This is an optimization exercise on Yosys and OpenROAD, whose aim is small area, a short achievable clock period and few clock cycles per item, not a production implementation.

==> run E: inputs <==
## pn_eval
module pn_eval #(
  parameter int DATA_W = 3,
  parameter int OUT_W = 64,
  parameter int MAX_LEN = 20
) (
  input  logic              clk,
  input  logic              rst,
  input  logic              in_valid,
  input  logic [DATA_W-1:0] in,
  input  logic              operator,
  input  logic              mode,
  output logic              out_valid,
  output logic [OUT_W-1:0]  out,
  output logic              err
);
Settings: LEC_CHECK=0, CAP_MARGIN=20, CORE_MARGIN=2, CORE_UTILIZATION=60, CTS_BUF_LIST=sky130_fd_sc_hd__clkbuf_8, SETUP_SLACK_MARGIN=1.0, SLEW_MARGIN=20; clock period 16.0 ns.
standard.sh (not shown) runs the stock make flow with config.mk's settings and CLKGATE_MAP_FILE= SYNTH_SCRIPT=/design/flow/synth_recipe.tcl, a recipe that flattens the netlist after the stock synthesis.
==> flow/flow/run.sh <==
#!/bin/bash
# The standard ORFS layout (standard.sh) with two changes: repair_timing keeps a larger setup
# margin than the 16 ns clock needs, so it sizes and buffers for speed; and Yosys's ABC pass maps
# the logic with flow/abc_speed.script (classic delay-driven "map") instead of ORFS's default
# script. Flip-flops are mapped before ABC runs, so the registers are the standard synthesis's.
# Each step's full log stays in orfs/logs; make's output is in standard_flow.log.
set -euo pipefail
rm -rf scripts_abc
cp -r "$FLOW_HOME/scripts" scripts_abc
cp flow/abc_speed.script scripts_abc/abc_speed.script
bash standard.sh SCRIPTS_DIR="$PWD/scripts_abc" SETUP_SLACK_MARGIN=11.4 finish > standard_flow.log 2>&1
==> flow/flow/abc_speed.script <==
strash
dch
map -D 2500
topo
stime -c
buffer -c
upsize -c -D 2500
dnsize -c -D 2500
==> inputs of run C, as changes to run E <==
--- a/flow/design.v
+++ b/flow/design.v
@@ -3,36 +3,31 @@
   localparam logic [1:0] OP_SUB = 2'b01;
   localparam logic [1:0] OP_MUL = 2'b10;
   localparam logic [1:0] OP_RSV = 2'b11;
 endpackage
 module pn_alu #(
-  parameter int N = 16
+  parameter int DW = 30
 ) (
-  input  logic [N-1:0] x,
-  input  logic [N+2:0] mm,
-  input  logic [5:0]   bd,    
-  input  logic         zsel,
-  input  logic [N-1:0] z,
-  input  logic         c0,
-  input  logic         ci,
-  output logic [N-1:0] res,
-  output logic         cs,
-  output logic         co
+  input  logic [DW-1:0] x,
+  input  logic [DW-1:0] m,
+  input  logic [5:0]    bd,    
+  input  logic          zsel,
+  input  logic [DW-1:0] z,
+  input  logic          zc,
+  output logic [DW-1:0] res
 );
-  logic [N-1:0] pp0, pp1, row1, s, c, cv;
-  logic [N+1:0] sum;
+  logic [DW-1:0] pp0, pp1, row1, s, c, cv;
+  logic [DW:0] sum;
   always_comb begin
-    pp0 = (({N{bd[0]}} & mm[N+2:3]) | ({N{bd[1]}} & mm[N+1:2])) ^ {N{bd[2]}};
-    pp1 = (({N{bd[3]}} & mm[N:1]) | ({N{bd[4]}} & mm[N-1:0])) ^ {N{bd[5]}};
-    row1 = zsel ? z : pp1;
+    pp0 = (({DW{bd[0]}} & m) | ({DW{bd[1]}} & {m[DW-2:0], 1'b0})) ^ {DW{bd[2]}};
+    pp1 = (({DW{bd[3]}} & m) | ({DW{bd[4]}} & {m[DW-2:0], 1'b0})) ^ {DW{bd[5]}};
+    row1 = zsel ? z : {pp1[DW-3:0], bd[5], bd[5]};
     s = x ^ pp0 ^ row1;
     c = (x & pp0) | (x & row1) | (pp0 & row1);
-    cv = {c[N-2:0], c0};
-    cs = c[N-1];
-    sum = {1'b0, s, 1'b1} + {1'b0, cv, ci};
-    res = sum[N:1];
-    co = sum[N+1];
+    cv = {c[DW-2:0], bd[2]};
+    sum = {s, 1'b1} + {cv, zsel ? zc : bd[5]};
+    res = sum[DW:1];
   end
 endmodule
 module pn_booth (
   input  logic [4:0] w,
   output logic [5:0] bd
@@ -63,11 +58,10 @@
 );
   localparam int VD = 9;    
   localparam int PD = 9;    
   localparam int BD = 8;    
   localparam int DW = 30;
-  localparam int N = 16;
   function automatic integer vw(input integer j);
     case (j)
       0: vw = 30;   
       1: vw = 24;
       2: vw = 21;
@@ -81,11 +75,11 @@
   endfunction
   logic active_q, ended_q, ov_q, err_q, errA_q, errF_q, mode_q;
   logic in_iv_q, in_op_q, in_first_q;
   logic [2:0] in_v_q;
   logic [4:0] cnt_q, lvl_q;
-  logic [3:0] wp_q, rp_q;
+  logic [2:0] wp_q, rp_q;        
   logic [BD-1:0][3:0] buf_q;
   logic first, a_err, fe;
   logic [4:0] a_lvl, a_cnt, n_lvl, n_cnt;
   assign first = in_valid & ~active_q;
   always_comb begin
@@ -130,16 +124,11 @@
   logic [PD-1:0][1:0] po_q;
   logic pend_q, mb_q;
   logic [16:0] q_q;
   logic xt_q, xr_q, mt_q, wt_q, zs_q, zc_q;
   logic [5:0] bd_q;
-  logic p2_q;                    
-  logic [4:0] sv_q;              
-  logic [DW-1:0] t, x, m, res;
-  logic [N-1:0] xs, zs, res16;
-  logic [N+2:0] mm;
-  logic cs, co, narrow, p1wide;
+  logic [DW-1:0] t, x, m, z, res;
   logic [5:0] bd_d;
   logic [DW-1:0] r_d;
   logic rv_d;
   logic [VD-1:0][DW-1:0] v_d;
   logic [PD-1:0] pv_d, pl_d;
@@ -155,37 +144,23 @@
     assign pv_d[i] = po_d[i] != 2'b11;
   end
   always_comb begin
     x = ({DW{xt_q}} & t) | ({DW{xr_q}} & r_q);
     m = mt_q ? t : r_q;
-    if (p2_q) begin
-      xs = {{(2*N-DW){x[DW-1]}}, x[DW-1:N]};
-      mm = {{(2*N-DW){m[DW-1]}}, m[DW-1:N], sv_q[2:0]};
-      zs = {N{zc_q}};
-    end else begin
-      xs = x[N-1:0];
-      mm = {m[N-1:0], 3'b000};
-      zs = {{(N-3){zc_q}}, ct_v_q ^ {3{zc_q}}};
-    end
-    res = p2_q ? {res16[DW-N-1:0], r_q[N-1:0]} : {{(DW-N){res16[N-1]}}, res16};
-    narrow = (~xt_q | t[DW-1:11] == '0 | t[DW-1:11] == '1) &
-             (~xr_q | r_q[DW-1:11] == '0 | r_q[DW-1:11] == '1) &
-             (mt_q ? t[DW-1:11] == '0 | t[DW-1:11] == '1 : r_q[DW-1:11] == '0 | r_q[DW-1:11] == '1);
+    z = {{(DW-3){zc_q}}, ct_v_q ^ {3{zc_q}}};
   end
-  pn_alu #(.N(N)) u_alu (.x(xs), .mm(mm), .bd(bd_q), .zsel(zs_q), .z(zs),
-                         .c0(p2_q ? sv_q[4] : bd_q[2]), .ci(p2_q ? sv_q[3] : zs_q ? zc_q : bd_q[5]),
-                         .res(res16), .cs(cs), .co(co));
+  pn_alu #(.DW(DW)) u_alu (.x(x), .m(m), .bd(bd_q), .zsel(zs_q), .z(z), .zc(zc_q), .res(res));
   pn_booth u_bq (.w(q_d[4:0]), .bd(bq));
   pn_booth u_bt (.w({v_d[0][3:0], 1'b0}), .bd(bt));
-  pn_booth u_br (.w({p1wide ? r_q[3:0] : r_d[3:0], 1'b0}), .bd(br));
+  pn_booth u_br (.w({r_d[3:0], 1'b0}), .bd(br));
   logic a_step, a_tr, a_rv, a_fuse, a_ppush, a_fpush, a_lpush;
   logic [1:0] a_op;
   logic fz, sg, xt_p, mt_p, wt_p;
   logic [5:0] bq, bt, br, bm, bd_p, bpv;
   localparam logic [5:0] BD_ADD = 6'b000001;    
   localparam logic [5:0] BD_SUB = 6'b100101;    
-  logic [3:0] rp_n;
+  logic [2:0] rp_n;
   assign a_step = mb_q;
   assign a_tr = ~mb_q & (pend_q | (ctv_q & mode_q & ct_op_q));
   assign a_rv = ~mb_q & ~pend_q & ctv_q & ~mode_q & ~ct_op_q & pv_q[0] & pl_q[0];
   assign a_fuse = a_rv & pv_q[1] & pl_q[1] & ~po_q[1][1];
   assign a_ppush = ~mb_q & ~pend_q & ctv_q & mode_q & ~ct_op_q;
@@ -195,11 +170,11 @@
   always_comb begin
     logic fr4, fq, swapq, single, mul;
     logic pop_v, push_v, land, land2, idle_next;
     mul = a_op == pn_eval_pkg::OP_MUL;
     fr4 = r_q[DW-1:3] == '0 || r_q[DW-1:3] == '1;
-    single = wt_q | fr4 | p2_q;    
+    single = wt_q | fr4;
     swapq = ((t[DW-1:7] == '0 || t[DW-1:7] == '1) && !(r_q[DW-1:7] == '0 || r_q[DW-1:7] == '1)) ||
             ((t[DW-1:11] == '0 || t[DW-1:11] == '1) && !(r_q[DW-1:11] == '0 || r_q[DW-1:11] == '1)) ||
             ((t[DW-1:15] == '0 || t[DW-1:15] == '1) && !(r_q[DW-1:15] == '0 || r_q[DW-1:15] == '1));
     fq = q_q[16:4] == '0 || q_q[16:4] == '1;
     r_d = r_q;
@@ -208,27 +183,26 @@
     pl_d = pl_q;
     po_d = po_q;
     pend_d = pend_q;
     mb_d = mb_q;
     q_d = q_q;
-    p1wide = ~p2_q & ~narrow & (a_step | (a_tr & (~mul | single)) | a_rv);
-    consume = ctv_q & ~mb_q & ~pend_q & ~p1wide;
+    consume = ctv_q & ~mb_q & ~pend_q;
     pop_v = 1'b0;
     push_v = 1'b0;
     land = 1'b0;
     land2 = 1'b0;
-    if (a_step & ~p1wide) begin
+    if (a_step) begin
       r_d = res;
       v_d[0] = {t[DW-5:0], 4'b0};
       q_d = {{4{q_q[16]}}, q_q[16:4]};
       if (fq) begin
         mb_d = 1'b0;
         pop_v = 1'b1;
         if (!mode_q) land = 1'b1;
       end
     end
-    if (a_tr & ~p1wide) begin
+    if (a_tr) begin
       if (!mul || single) begin
         r_d = res;
         pop_v = 1'b1;
         if (pend_q) land = 1'b1;
       end else begin
@@ -236,11 +210,11 @@
         mb_d = 1'b1;
         q_d = swapq ? {t[15:0], 1'b0} : {r_q[15:0], 1'b0};
         v_d[0] = swapq ? r_q : t;
       end
     end
-    if (a_rv & ~p1wide) begin
+    if (a_rv) begin
       r_d = res;
       if (a_fuse) begin
         land2 = 1'b1;
         pop_v = 1'b1;
       end else land = 1'b1;
@@ -290,17 +264,16 @@
       po_d[PD-2] = 2'b11;
       pl_d[PD-2] = 1'b0;
       pend_d = pv_q[2] & pl_q[2];
       pl_d[0] = pv_q[2];
     end
-    if (p1wide) r_d = {r_q[DW-1:N], res16};
     avail = rp_q != wp_q || in_valid;
     load = (~ctv_q | consume) & avail;
     ctv_d = load | (ctv_q & ~consume);
-    if (~ctv_q | consume) {ct_op_d, ct_v_d} = rp_q != wp_q ? buf_q[rp_q[2:0]] : {operator, in};
+    if (~ctv_q | consume) {ct_op_d, ct_v_d} = rp_q != wp_q ? buf_q[rp_q] : {operator, in};
     else {ct_op_d, ct_v_d} = {ct_op_q, ct_v_q};
-    rp_n = rp_q + 4'(load);
+    rp_n = rp_q + 3'(load);
     mode_d = first ? mode : mode_q;
     idle_next = ~(ctv_q & ~consume) & ~(rp_q != wp_q) & ~pend_d & ~mb_d;
     fin_a = active_q & ~ov_q & ~ended_q & ~fe & idle_next;   
     fin_b = active_q & ~ov_q & ended_q & ~errF_q & idle_next;
     fin_err = active_q & ~ov_q & ended_q & errF_q;
@@ -362,21 +335,19 @@
     r_q <= r_d;
     q_q <= q_d;
     po_q <= po_d;
     {ct_op_q, ct_v_q} <= {ct_op_d, ct_v_d};
     mode_q <= mode_d;
-    if (in_valid) buf_q[wp_q[2:0]] <= {operator, in};
+    buf_q[wp_q] <= {operator, in};
     in_op_q <= operator;
     in_v_q <= in;
     if (in_iv_q) begin
       lvl_q <= n_lvl;
       cnt_q <= n_cnt;
     end
     err_q <= fin_err;
     {xt_q, xr_q, mt_q, wt_q, zs_q, zc_q, bd_q} <= {xt_d, xr_d, mt_d, wt_d, zs_d, zc_d, bd_d};
-    sv_q <= {cs, co, m[N-1:N-3]};
-    p2_q <= p1wide & ~clr;
     ctv_q <= ctv_d;
     mb_q <= mb_d;
     pend_q <= pend_d;
     pl_q <= pl_d;
     rv_q <= rv_d;
@@ -398,11 +369,11 @@
       end
       ov_q <= (~in_valid & fin_a) | fin_b | fin_err;
       errA_q <= a_err;
       in_iv_q <= in_valid;
       in_first_q <= first;
-      wp_q <= wp_q + 4'(in_valid);
+      wp_q <= wp_q + 3'(in_valid);
       rp_q <= rp_n;
     end
   end
   assign out_valid = ov_q;
   assign err = err_q;
==> flow/flow/run.sh (replaced) <==
#!/bin/bash
# The standard ORFS layout (standard.sh), with three changes in how it is made:
#  - Yosys's ABC pass maps the logic with flow/abc_speed.script (the classic delay-driven "map"
#    script) in place of ORFS's default; flip-flops are mapped before ABC runs, so the registers
#    are exactly the standard synthesis's;
#  - the port buffers are buf_2 cells (the default choice is a slow delay buffer);
#  - repair_timing keeps a larger setup margin than the 16 ns clock needs, so that it sizes and
#    buffers the design for speed.
# Each step's full log stays in orfs/logs; make's output is in standard_flow.log.
set -euo pipefail
rm -rf scripts_abc
cp -r "$FLOW_HOME/scripts" scripts_abc
cp flow/abc_speed.script scripts_abc/abc_speed.script
bash standard.sh SCRIPTS_DIR="$PWD/scripts_abc" "BUFFER_PORTS_ARGS=-buffer_cell sky130_fd_sc_hd__buf_2" \
  SETUP_SLACK_MARGIN=11.4 finish > standard_flow.log 2>&1
- CTS_BUF_LIST: sky130_fd_sc_hd__clkbuf_8 -> unset
==> inputs of run K, as changes to run E <==
==> flow/flow/run.sh (replaced) <==
#!/bin/bash
# Standard ORFS layout (the standard.sh, unchanged synthesis, floorplan, power grid and
# routing), with repair_timing asked to keep a larger setup margin than the 16 ns clock needs,
# so that it sizes and buffers the design for speed. Each step's full log stays in orfs/logs.
set -euo pipefail
bash standard.sh SETUP_SLACK_MARGIN=11.4 finish > standard_flow.log 2>&1
removed: flow/flow/abc_speed.script
==> inputs of run R, as changes to run E <==
--- a/flow/design.v
+++ b/flow/design.v
@@ -174,11 +174,11 @@
   pn_alu #(.N(N)) u_alu (.x(xs), .mm(mm), .bd(bd_q), .zsel(zs_q), .z(zs),
                          .c0(p2_q ? sv_q[4] : bd_q[2]), .ci(p2_q ? sv_q[3] : zs_q ? zc_q : bd_q[5]),
                          .res(res16), .cs(cs), .co(co));
   pn_booth u_bq (.w(q_d[4:0]), .bd(bq));
   pn_booth u_bt (.w({v_d[0][3:0], 1'b0}), .bd(bt));
-  pn_booth u_br (.w({p1wide ? r_q[3:0] : r_d[3:0], 1'b0}), .bd(br));
+  pn_booth u_br (.w({r_d[3:0], 1'b0}), .bd(br));
   logic a_step, a_tr, a_rv, a_fuse, a_ppush, a_fpush, a_lpush;
   logic [1:0] a_op;
   logic fz, sg, xt_p, mt_p, wt_p;
   logic [5:0] bq, bt, br, bm, bd_p, bpv;
   localparam logic [5:0] BD_ADD = 6'b000001;    
@@ -349,10 +349,13 @@
     else begin
       zs_d = po_d[0] != pn_eval_pkg::OP_MUL;
       {xt_d, mt_d, wt_d} = {fz, 2'b00};
       bd_d = po_d[0] == pn_eval_pkg::OP_MUL ? bpv : sg ? BD_SUB : BD_ADD;
     end
+    if (p1wide) begin
+      {xt_d, xr_d, mt_d, wt_d, zs_d, zc_d, bd_d} = {xt_q, xr_q, mt_q, wt_q, zs_q, zc_q, bd_q};
+    end
   end
   for (genvar j = 0; j < VD; j++) begin : g_v
     localparam int WJ = vw(j);
     logic [WJ-1:0] st_q;
     always_ff @(posedge clk) st_q <= v_d[j][WJ-1:0];
==> flow/flow/run.sh (replaced) <==
#!/bin/bash
# Standard ORFS layout (the standard.sh, unchanged synthesis, floorplan, power grid and
# routing), with repair_timing asked to keep a larger setup margin than the 16 ns clock needs,
# so that it sizes and buffers the design for speed. Each step's full log stays in orfs/logs.
set -euo pipefail
bash standard.sh SETUP_SLACK_MARGIN=11.4 finish > standard_flow.log 2>&1
- CORE_UTILIZATION: 60 -> 70
- CTS_BUF_LIST: sky130_fd_sc_hd__clkbuf_8 -> unset
removed: flow/flow/abc_speed.script
==> impl_metrics.toml <==
[outcome]
status = "complete, no violations"

[detailed_routing]
initialDrtViolationCount = 2116

[yosys]
synth-simple-area-share_pct = 19.5
synth_common_cells = "545 x nand2_1, 276 x o21ai_0, 237 x inv_1"

[power]
p_comb_w = 0.00271

[finish]
num-nonclk-inverters = 264
fill_cells = 2460
-- figures above: run E

==> impl_metrics.toml <==
[outcome]
status = "complete, no violations"

[yosys]
synth_common_cells = "410 x nand2_1, 185 x nor2_1, 158 x edfxtp_1"
synth-simple-area-share_pct = 19.7

[critical_path]
crit_path_top_delay_cell = "fa_1"

[finish]
fill_cells = 2366
nets = 2137
num-nonclk-inverters = 74
seq_area_share_pct = 37.8

[timing]
slew_headroom_pct = 30.0

[clock_network]
clk_pin_slew_ns = 0.06
clk_latency_ns = 0.59

[floorplanning]
io_pins = 74
-- figures above: run K

==> impl_metrics.toml <==
[outcome]
status = "complete, no violations"

[hold_path]
hold-path-cell-count = 0

[yosys]
synth-simple-area-share_pct = 21.7
synthAdderAreaFrac_pct = 4.70
synth_common_cells = "518 x nand2_1, 173 x nor2_1, 170 x edfxtp_1"

[critical_path]
worst-path-buf-inv = 2

[timing]
slew_headroom_pct = 31.7

[finish]
num-nonclk-inverters = 72
fill_cells = 1571

[detailed_routing]
initialDrtViolationCount = 2845

[place]
io_buffers = 73
-- figures above: run R

==> impl_metrics.toml <==
[clock_network]
cts_resized = 46
cts_hold_buffers = 0

[power]
p_comb_w = 0.00322
maxPowerGroup = "combinational logic"

[outcome]
status = "complete, no violations"

[detailed_routing]
initialDrtViolationCount = 1909

[yosys]
synth-simple-area-share_pct = 17.6
avgSynthCellArea_sq_um = 7.65
synth_common_cells = "463 x nand2_1, 296 x o21ai_0, 280 x inv_1"

[job]
cap_viol_max_count = 0

[timing]
skew_ns = 0.0153

[finish]
num-nonclk-inverters = 299
fill_cells = 2545

[critical_path]
critPathRequiredTime_ns = 16.38
-- figures above: run C

No run of this note included a check of the RTL's function; only the layout flow was run.

what the ideal ports hide:
The flow's constraints put no driver on any port. The routed layouts listed below were extracted and timed again, unchanged, in two steps.
Step 1 assumes that a clkbuf_16 drives the clock port and a buf_2 every other input.
Step 2 times the ports against the registers' clock, not the clock port: input delays grow and output delays shrink by t, the midpoint of the rising clock arrivals with the driver on.
Three values: ideal ports, drivers, drivers and shift; two values: the first two.
run | t, ns | setup slack, ns | worst setup path at the end | worst data-port slew with drivers (ns) | pins driven straight from the clock port
run E | 0.663 | 11.232 / 11.180 / 10.800 | input to register | 0.03 | 1
run C | 0.573 | 11.305 / 11.305 / 10.852 | input to register | 0.03 | 1
run K | 0.625 | 10.862 / 10.862 / 10.761 | input to register | 0.05 | 1
run R | 0.573 | 11.014 / 11.014 / 10.741 | input to register | 0.05 | 1
After both steps setup and hold are still met in every run listed. The setup slack of run C, which loses most, moves by 0.000 ns with the drivers and by -0.453 ns with both steps.
